This is an optimization exercise on Yosys and OpenROAD, whose aim is small area, a short achievable clock period and few clock cycles per item, not a production implementation. At most, simulation tests tie the RTL to the original design; equivalence was not proved. The clock port is modelled as an ideal driver; clocking choices that lean on that would not hold on a real chip. Power and IR drop assume default switching activity.

==> inputs of job 7777 <==
==> flow/design.v <==
`timescale 1ns/100ps
package mpeg_pkg;
	typedef logic [8-1:0] byte_t;
	typedef logic [16-1:0] key_t;
	typedef enum logic {
		run_misc  = 1'b0,
		run_video = 1'b1
	} run_class_e;
	typedef logic [7:0] run_len_t;
	typedef enum logic [1:0] {
		sc_idle,
		sc_zero,
		sc_zero_zero,
		sc_prefix
	} scan_state_e;
	typedef enum logic {
		join_idle,
		join_copy
	} join_state_e;
endpackage
`timescale 1ns/100ps
module lfsr_next #(
	parameter bit DEFAULT = 1'b0
) (
	input  logic cur,
	input  logic shifted,
	input  logic key,
	input  logic sel_key,
	input  logic sel_shift,
	input  logic sel_hold,
	input  logic force_one,
	output logic nx
);
	logic kept;
	assign kept = (sel_key & key) | (sel_shift & shifted) | (sel_hold & cur);
	if (DEFAULT)
		assign nx = kept | force_one;
	else
		assign nx = kept;
endmodule
`timescale 1ns/100ps
module mpeg_scrambler_top (
	input  logic            clk,
	input  logic            rst_n,
	input  mpeg_pkg::byte_t mpeg_in,
	input  logic            mpeg_in_en,
	input  logic            stream_end,
	input  mpeg_pkg::key_t  key_in,
	input  logic            key_en,
	output mpeg_pkg::byte_t mpeg_out,
	output logic            mpeg_out_en,
	output logic            mpeg_prog_full
);
	localparam logic [1:0] SC_IDLE = 2'b00;
	localparam logic [1:0] SC_ZERO = 2'b01;
	localparam logic [1:0] SC_ZERO_ZERO = 2'b11;
	localparam logic [1:0] SC_PREFIX = 2'b10;
	mpeg_pkg::key_t lfsr;
	logic step_d;
	logic key_bit;
	logic [1:0] state;
	logic [1:0] state_nx;
	logic video;
	logic video_nx;
	logic carries_sign;
	logic is_zero;
	logic is_one;
	logic is_slice;
	logic step;
	assign carries_sign = |mpeg_in[7:1];
	assign is_zero = ~carries_sign & ~mpeg_in[0];
	assign is_one = ~carries_sign & mpeg_in[0];
	assign is_slice = (mpeg_in >= 8'h01) && (mpeg_in <= 8'hAF);
	assign key_bit = step_d ? lfsr[14] : lfsr[15];
	assign step = mpeg_in_en & video & carries_sign;
	assign mpeg_prog_full = 1'b0;
	always_comb begin
		state_nx = state;
		video_nx = video;
		case (state)
			SC_IDLE: state_nx = is_zero ? SC_ZERO : SC_IDLE;
			SC_ZERO: state_nx = is_zero ? SC_ZERO_ZERO : SC_IDLE;
			SC_ZERO_ZERO: state_nx = is_one ? SC_PREFIX : (is_zero ? SC_ZERO_ZERO : SC_IDLE);
			default: begin
				state_nx = SC_IDLE;
				video_nx = is_slice;
			end
		endcase
		if (stream_end) begin
			state_nx = SC_IDLE;
			video_nx = 1'b0;
		end
	end
	always_ff @(posedge clk) begin
		mpeg_out <= {mpeg_in[7:1], mpeg_in[0] ^ (video & carries_sign & key_bit)};
		mpeg_out_en <= mpeg_in_en & rst_n;
	end
	logic sel_key;
	logic sel_shift;
	logic sel_hold;
	logic force_one;
	mpeg_pkg::key_t lfsr_shifted;
	mpeg_pkg::key_t lfsr_nx;
	assign sel_key = rst_n & key_en & (key_in != '0);
	assign sel_shift = rst_n & ~key_en & step_d;
	assign sel_hold = rst_n & ~key_en & ~step_d;
	assign force_one = ~rst_n | (key_en & (key_in == '0));
	assign lfsr_shifted = {lfsr[14:0], lfsr[15] ^ lfsr[13] ^ lfsr[12] ^ lfsr[10]};
	for (genvar i = 0; i < 16; i++) begin : g_lfsr
		lfsr_next #(.DEFAULT(16'hACE1 >> i & 1)) next (
			.cur(lfsr[i]),
			.shifted(lfsr_shifted[i]),
			.key(key_in[i]),
			.sel_key(sel_key),
			.sel_shift(sel_shift),
			.sel_hold(sel_hold),
			.force_one(force_one),
			.nx(lfsr_nx[i])
		);
	end
	always_ff @(posedge clk)
		lfsr <= lfsr_nx;
	always_ff @(posedge clk) begin
		if (!rst_n) begin
			step_d <= 1'b0;
			state <= SC_IDLE;
			video <= 1'b0;
		end else begin
			step_d <= step & ~key_en;
			if (mpeg_in_en) begin
				state <= state_nx;
				video <= video_nx;
			end
		end
	end
endmodule
==> flow/flow/run.sh <==
#!/bin/bash
# Standard ORFS layout with plain buf_1 cells as the port buffers (buffer_ports otherwise picks a
# delay buffer), a clock tree of clkbuf_4 cells without dummy loads, and the slow wide OR cells
# added to the platform's don't-use list (flow/dont_use.txt holds the platform's list and these),
# so that synthesis builds wide ORs from NOR and NAND gates. Make's full output goes to
# flow_make.log here.
set -euo pipefail
bash standard.sh "BUFFER_PORTS_ARGS=-buffer_cell sky130_fd_sc_hd__buf_1" \
	"CTS_ARGS=-sink_clustering_enable -repair_clock_nets -dont_use_dummy_load -buf_list sky130_fd_sc_hd__clkbuf_4" \
	"DONT_USE_CELLS=$(cat flow/dont_use.txt)" \
	finish > flow_make.log 2>&1
==> flow/flow/dont_use.txt <==
sky130_fd_sc_hd__probe_p_8 sky130_fd_sc_hd__probec_p_8 sky130_fd_sc_hd__lpflow_bleeder_1 sky130_fd_sc_hd__lpflow_clkbufkapwr_1 sky130_fd_sc_hd__lpflow_clkbufkapwr_16 sky130_fd_sc_hd__lpflow_clkbufkapwr_2 sky130_fd_sc_hd__lpflow_clkbufkapwr_4 sky130_fd_sc_hd__lpflow_clkbufkapwr_8 sky130_fd_sc_hd__lpflow_clkinvkapwr_1 sky130_fd_sc_hd__lpflow_clkinvkapwr_16 sky130_fd_sc_hd__lpflow_clkinvkapwr_2 sky130_fd_sc_hd__lpflow_clkinvkapwr_4 sky130_fd_sc_hd__lpflow_clkinvkapwr_8 sky130_fd_sc_hd__lpflow_decapkapwr_12 sky130_fd_sc_hd__lpflow_decapkapwr_3 sky130_fd_sc_hd__lpflow_decapkapwr_4 sky130_fd_sc_hd__lpflow_decapkapwr_6 sky130_fd_sc_hd__lpflow_decapkapwr_8 sky130_fd_sc_hd__lpflow_inputiso0n_1 sky130_fd_sc_hd__lpflow_inputiso0p_1 sky130_fd_sc_hd__lpflow_inputiso1n_1 sky130_fd_sc_hd__lpflow_inputiso1p_1 sky130_fd_sc_hd__lpflow_inputisolatch_1 sky130_fd_sc_hd__lpflow_isobufsrc_1 sky130_fd_sc_hd__lpflow_isobufsrc_16 sky130_fd_sc_hd__lpflow_isobufsrc_2 sky130_fd_sc_hd__lpflow_isobufsrc_4 sky130_fd_sc_hd__lpflow_isobufsrc_8 sky130_fd_sc_hd__lpflow_isobufsrckapwr_16 sky130_fd_sc_hd__lpflow_lsbuf_lh_hl_isowell_tap_1 sky130_fd_sc_hd__lpflow_lsbuf_lh_hl_isowell_tap_2 sky130_fd_sc_hd__lpflow_lsbuf_lh_hl_isowell_tap_4 sky130_fd_sc_hd__lpflow_lsbuf_lh_isowell_4 sky130_fd_sc_hd__lpflow_lsbuf_lh_isowell_tap_1 sky130_fd_sc_hd__lpflow_lsbuf_lh_isowell_tap_2 sky130_fd_sc_hd__lpflow_lsbuf_lh_isowell_tap_4 sky130_fd_sc_hd__or4_1 sky130_fd_sc_hd__or4_2 sky130_fd_sc_hd__or4_4 sky130_fd_sc_hd__or4b_1 sky130_fd_sc_hd__or4b_2 sky130_fd_sc_hd__or4b_4 sky130_fd_sc_hd__or4bb_1 sky130_fd_sc_hd__or4bb_2 sky130_fd_sc_hd__or4bb_4 sky130_fd_sc_hd__or3_1 sky130_fd_sc_hd__or3_2 sky130_fd_sc_hd__or3_4 sky130_fd_sc_hd__or3b_1 sky130_fd_sc_hd__or3b_2 sky130_fd_sc_hd__or3b_4
==> flow/standard.sh <==
#!/bin/bash
# synth_recipe.tcl (not shown) runs the flow's synth.tcl, then flattens the netlist and writes it again
# the make line also repeats each setting of config.mk as NAME=value (left out here)
make -C /OpenROAD-flow-scripts/flow DESIGN_CONFIG=/design/flow/config.mk WORK_HOME=/design/flow/orfs CLKGATE_MAP_FILE= SYNTH_SCRIPT=/design/flow/synth_recipe.tcl "${@:-finish}"
==> flow/config.mk <==
export PLATFORM = sky130hd
export DESIGN_NAME = mpeg_scrambler_top
export DESIGN_NICKNAME = mpeg_scrambler_top
export VERILOG_FILES = /design/flow/design.v
export SDC_FILE = /design/flow/constraint.sdc
export NUM_CORES = 4
export LEC_CHECK = 0
export CAP_MARGIN = 20
export CORE_AREA = 2.5 2.5 58.5 58.5
export DIE_AREA = 0 0 61 61
export SETUP_SLACK_MARGIN = 3.1
export SLEW_MARGIN = 20
export SYNTH_HIERARCHICAL = 1
==> flow/constraint.sdc <==
create_clock -name core_clock -period 5.0 [get_ports {clk}]
set_input_delay 1.0000 -clock core_clock [delete_from_list [all_inputs] [get_ports {clk}]]
set_output_delay 1.0000 -clock core_clock [all_outputs]
set_load 0.01 [all_outputs]
==> inputs of job 9928, as changes to job 7777 <==
--- a/flow/design.v
+++ b/flow/design.v
@@ -20,22 +20,2 @@
 endpackage
-`timescale 1ns/100ps
-module lfsr_next #(
-	parameter bit DEFAULT = 1'b0
-) (
-	input  logic cur,
-	input  logic shifted,
-	input  logic key,
-	input  logic sel_key,
-	input  logic sel_shift,
-	input  logic sel_hold,
-	input  logic force_one,
-	output logic nx
-);
-	logic kept;
-	assign kept = (sel_key & key) | (sel_shift & shifted) | (sel_hold & cur);
-	if (DEFAULT)
-		assign nx = kept | force_one;
-	else
-		assign nx = kept;
-endmodule
 `timescale 1ns/100ps
@@ -97,29 +77,5 @@
 	end
-	logic sel_key;
-	logic sel_shift;
-	logic sel_hold;
-	logic force_one;
-	mpeg_pkg::key_t lfsr_shifted;
-	mpeg_pkg::key_t lfsr_nx;
-	assign sel_key = rst_n & key_en & (key_in != '0);
-	assign sel_shift = rst_n & ~key_en & step_d;
-	assign sel_hold = rst_n & ~key_en & ~step_d;
-	assign force_one = ~rst_n | (key_en & (key_in == '0));
-	assign lfsr_shifted = {lfsr[14:0], lfsr[15] ^ lfsr[13] ^ lfsr[12] ^ lfsr[10]};
-	for (genvar i = 0; i < 16; i++) begin : g_lfsr
-		lfsr_next #(.DEFAULT(16'hACE1 >> i & 1)) next (
-			.cur(lfsr[i]),
-			.shifted(lfsr_shifted[i]),
-			.key(key_in[i]),
-			.sel_key(sel_key),
-			.sel_shift(sel_shift),
-			.sel_hold(sel_hold),
-			.force_one(force_one),
-			.nx(lfsr_nx[i])
-		);
-	end
-	always_ff @(posedge clk)
-		lfsr <= lfsr_nx;
 	always_ff @(posedge clk) begin
 		if (!rst_n) begin
+			lfsr <= 16'hACE1;
 			step_d <= 1'b0;
@@ -128,2 +84,6 @@
 		end else begin
+			if (key_en)
+				lfsr <= (key_in == '0) ? mpeg_pkg::key_t'(16'hACE1) : key_in;
+			else if (step_d)
+				lfsr <= {lfsr[14:0], lfsr[15] ^ lfsr[13] ^ lfsr[12] ^ lfsr[10]};
 			step_d <= step & ~key_en;
==> flow/flow/run.sh (replaced) <==
#!/bin/bash
# Standard ORFS layout with plain buf_1 cells as the port buffers (buffer_ports otherwise picks a
# delay buffer) and a clock tree without dummy loads. Make's full output goes to flow_make.log here.
set -euo pipefail
bash standard.sh "BUFFER_PORTS_ARGS=-buffer_cell sky130_fd_sc_hd__buf_1" \
	"CTS_ARGS=-sink_clustering_enable -repair_clock_nets -dont_use_dummy_load -buf_list {sky130_fd_sc_hd__clkbuf_4 sky130_fd_sc_hd__clkbuf_8}" \
	finish > flow_make.log 2>&1
Settings changed: SYNTH_HIERARCHICAL 1 to unset.
removed: flow/flow/dont_use.txt
==> inputs of job 9904, as changes to job 7777 <==
--- a/flow/design.v
+++ b/flow/design.v
@@ -21,22 +21,2 @@
 `timescale 1ns/100ps
-module lfsr_next #(
-	parameter bit DEFAULT = 1'b0
-) (
-	input  logic cur,
-	input  logic shifted,
-	input  logic key,
-	input  logic sel_key,
-	input  logic sel_shift,
-	input  logic sel_hold,
-	input  logic force_one,
-	output logic nx
-);
-	logic kept;
-	assign kept = (sel_key & key) | (sel_shift & shifted) | (sel_hold & cur);
-	if (DEFAULT)
-		assign nx = kept | force_one;
-	else
-		assign nx = kept;
-endmodule
-`timescale 1ns/100ps
 module mpeg_scrambler_top (
@@ -59,2 +39,3 @@
 	logic step_d;
+	logic key_zero_d;
 	logic key_bit;
@@ -73,3 +54,3 @@
 	assign is_slice = (mpeg_in >= 8'h01) && (mpeg_in <= 8'hAF);
-	assign key_bit = step_d ? lfsr[14] : lfsr[15];
+	assign key_bit = key_zero_d ? 16'hACE1 >> (16 - 1) : (step_d ? lfsr[14] : lfsr[15]);
 	assign step = mpeg_in_en & video & carries_sign;
@@ -97,30 +78,7 @@
 	end
-	logic sel_key;
-	logic sel_shift;
-	logic sel_hold;
-	logic force_one;
-	mpeg_pkg::key_t lfsr_shifted;
-	mpeg_pkg::key_t lfsr_nx;
-	assign sel_key = rst_n & key_en & (key_in != '0);
-	assign sel_shift = rst_n & ~key_en & step_d;
-	assign sel_hold = rst_n & ~key_en & ~step_d;
-	assign force_one = ~rst_n | (key_en & (key_in == '0));
-	assign lfsr_shifted = {lfsr[14:0], lfsr[15] ^ lfsr[13] ^ lfsr[12] ^ lfsr[10]};
-	for (genvar i = 0; i < 16; i++) begin : g_lfsr
-		lfsr_next #(.DEFAULT(16'hACE1 >> i & 1)) next (
-			.cur(lfsr[i]),
-			.shifted(lfsr_shifted[i]),
-			.key(key_in[i]),
-			.sel_key(sel_key),
-			.sel_shift(sel_shift),
-			.sel_hold(sel_hold),
-			.force_one(force_one),
-			.nx(lfsr_nx[i])
-		);
-	end
-	always_ff @(posedge clk)
-		lfsr <= lfsr_nx;
 	always_ff @(posedge clk) begin
 		if (!rst_n) begin
+			lfsr <= 16'hACE1;
 			step_d <= 1'b0;
+			key_zero_d <= 1'b0;
 			state <= SC_IDLE;
@@ -128,3 +86,10 @@
 		end else begin
+			if (key_en)
+				lfsr <= key_in;
+			else if (key_zero_d)
+				lfsr <= 16'hACE1;
+			else if (step_d)
+				lfsr <= {lfsr[14:0], lfsr[15] ^ lfsr[13] ^ lfsr[12] ^ lfsr[10]};
 			step_d <= step & ~key_en;
+			key_zero_d <= key_en & (key_in == '0);
 			if (mpeg_in_en) begin
==> flow/flow/run.sh (replaced) <==
#!/bin/bash
# Standard ORFS layout with plain buf_1 cells as the port buffers (buffer_ports otherwise picks a
# delay buffer) and a single clock buffer (flow/pre_cts.tcl) in place of the clock tree.
# Make's full output goes to flow_make.log here.
set -euo pipefail
bash standard.sh "BUFFER_PORTS_ARGS=-buffer_cell sky130_fd_sc_hd__buf_1" \
	"PRE_CTS_TCL=$(pwd)/flow/pre_cts.tcl" finish > flow_make.log 2>&1
==> flow/flow/pre_cts.tcl (new file) <==
# One clock buffer, placed at the centre of the registers, drives every register: the design is
# small enough for a single clkbuf_16, and clock_tree_synthesis then leaves the buffered net as is.
set sx 0
set sy 0
set n 0
foreach inst [[ord::get_db_block] getInsts] {
  if { [[$inst getMaster] isSequential] } {
    lassign [$inst getLocation] x y
    set sx [expr { $sx + $x }]
    set sy [expr { $sy + $y }]
    incr n
  }
}
set cx [ord::dbu_to_microns [expr { $sx / $n }]]
set cy [ord::dbu_to_microns [expr { $sy / $n }]]
insert_buffer -buffer_cell sky130_fd_sc_hd__clkbuf_16 -net clk -buffer_name clkbuf_root \
  -location [list $cx $cy]
Settings changed: CORE_AREA 2.5 2.5 58.5 58.5 to unset, CORE_MARGIN set to 2, CORE_UTILIZATION set to 40, DIE_AREA 0 0 61 61 to unset, SETUP_SLACK_MARGIN 3.1 to 3.35, SYNTH_HIERARCHICAL 1 to unset.
removed: flow/flow/dont_use.txt
==> comparison table <==
                                                                         job 7777                 job 9928                 job 9904
Status                                                    complete, no violations  complete, no violations  complete, no violations
Total clock buffers created by CTS                                              5                        5                        -
Net count of the finished layout                                              190                      183                      209
Routed len/inst                                                           13.4 um                  12.3 um                  12.8 um
Post-DP HPWL                                                              1.82 mm                  1.80 mm                  1.95 mm
TritonCTS clock tree                                                        built                    built                        -
Remaining max-slew budget at the tightest pin                                   -                    46.2%                    57.0%
Number of sequential cells in the layout                                       29                       29                       30
Synthesized instance count                                                    108                      117                      140
Fraction of power consumed by combinational cells                           15.7%                    12.3%                    19.3%
Relative contribution of sequential cells to total power                    57.6%                    59.8%                    58.8%
Global-route usage over all layers                                          16.5%                    14.6%                    16.7%
Die Y                                                                       61 um                    61 um                  60.0 um
Pin count of the biggest net entering global routing                           17                       22                       31
Worst Hold End                                                            lfsr[4]                   step_d                  lfsr[6]
CTS sink cnt                                                                   29                       29                        -
Proportion of total power due to net switching                              25.5%                    24.8%                    24.1%
Arrival time worst endpoint                                               2160 ps                  1980 ps                  1910 ps
Area Growth Syn to Fin                                                      44.6%                    16.8%                    42.8%
Slack of the worst reg-to-reg path                                        3820 ps                  3370 ps                  3530 ps
Combinational Power                                                       68.3 uW                  51.4 uW                  85.3 uW
Average size of a mapped cell                                           10.1 um^2                10.2 um^2                8.96 um^2
Area of the multi-input gates                                            592 um^2                 562 um^2                 754 um^2
Clock transition at path regs                                               90 ps                    80 ps                   110 ps
FILL cells                                                                    291                      297                      269
Worst Tran Pin Value                                                            -                   806 ps                   644 ps
Testbench counts of job 9928, summed over its fixed seeds: cycles 173,216, bytes 173,208.
No functional check of the RTL was part of job 7777 and job 9904.

afterwards: timing with drivers on the ports:
No port has a modelled driver above. Below, the same layouts with a new extraction and two added sets of constraints.
Step 1 sets driving cells, clkbuf_16 on the clock port and buf_2 on the other inputs (assumed; they add their load-dependent delay and slew).
Step 2 also shifts input and output timing later by t, the mid clock arrival at the registers, as if the neighbouring blocks saw the same clock.
Slacks: no drivers / after step 1 / after step 2; pairs: no drivers / after step 1.
run	t, ns	setup WS [ns]	hold WS [ns]	clock arrival spread, ns
job 7777	0.329	3.031 / 3.010 / 2.681	0.465 / 0.465 / 0.465	0.020 / 0.020
job 9928	0.336	3.215 / 3.194 / 2.873	0.462 / 0.462 / 0.462	0.011 / 0.012
job 9904	0.196	3.201 / 3.187 / 2.991	0.488 / 0.488 / 0.488	0.008 / 0.008
After both steps every run listed still meets setup and hold. The setup slack of job 7777, which loses most, moves by -0.021 ns with the drivers and by -0.350 ns with both steps.
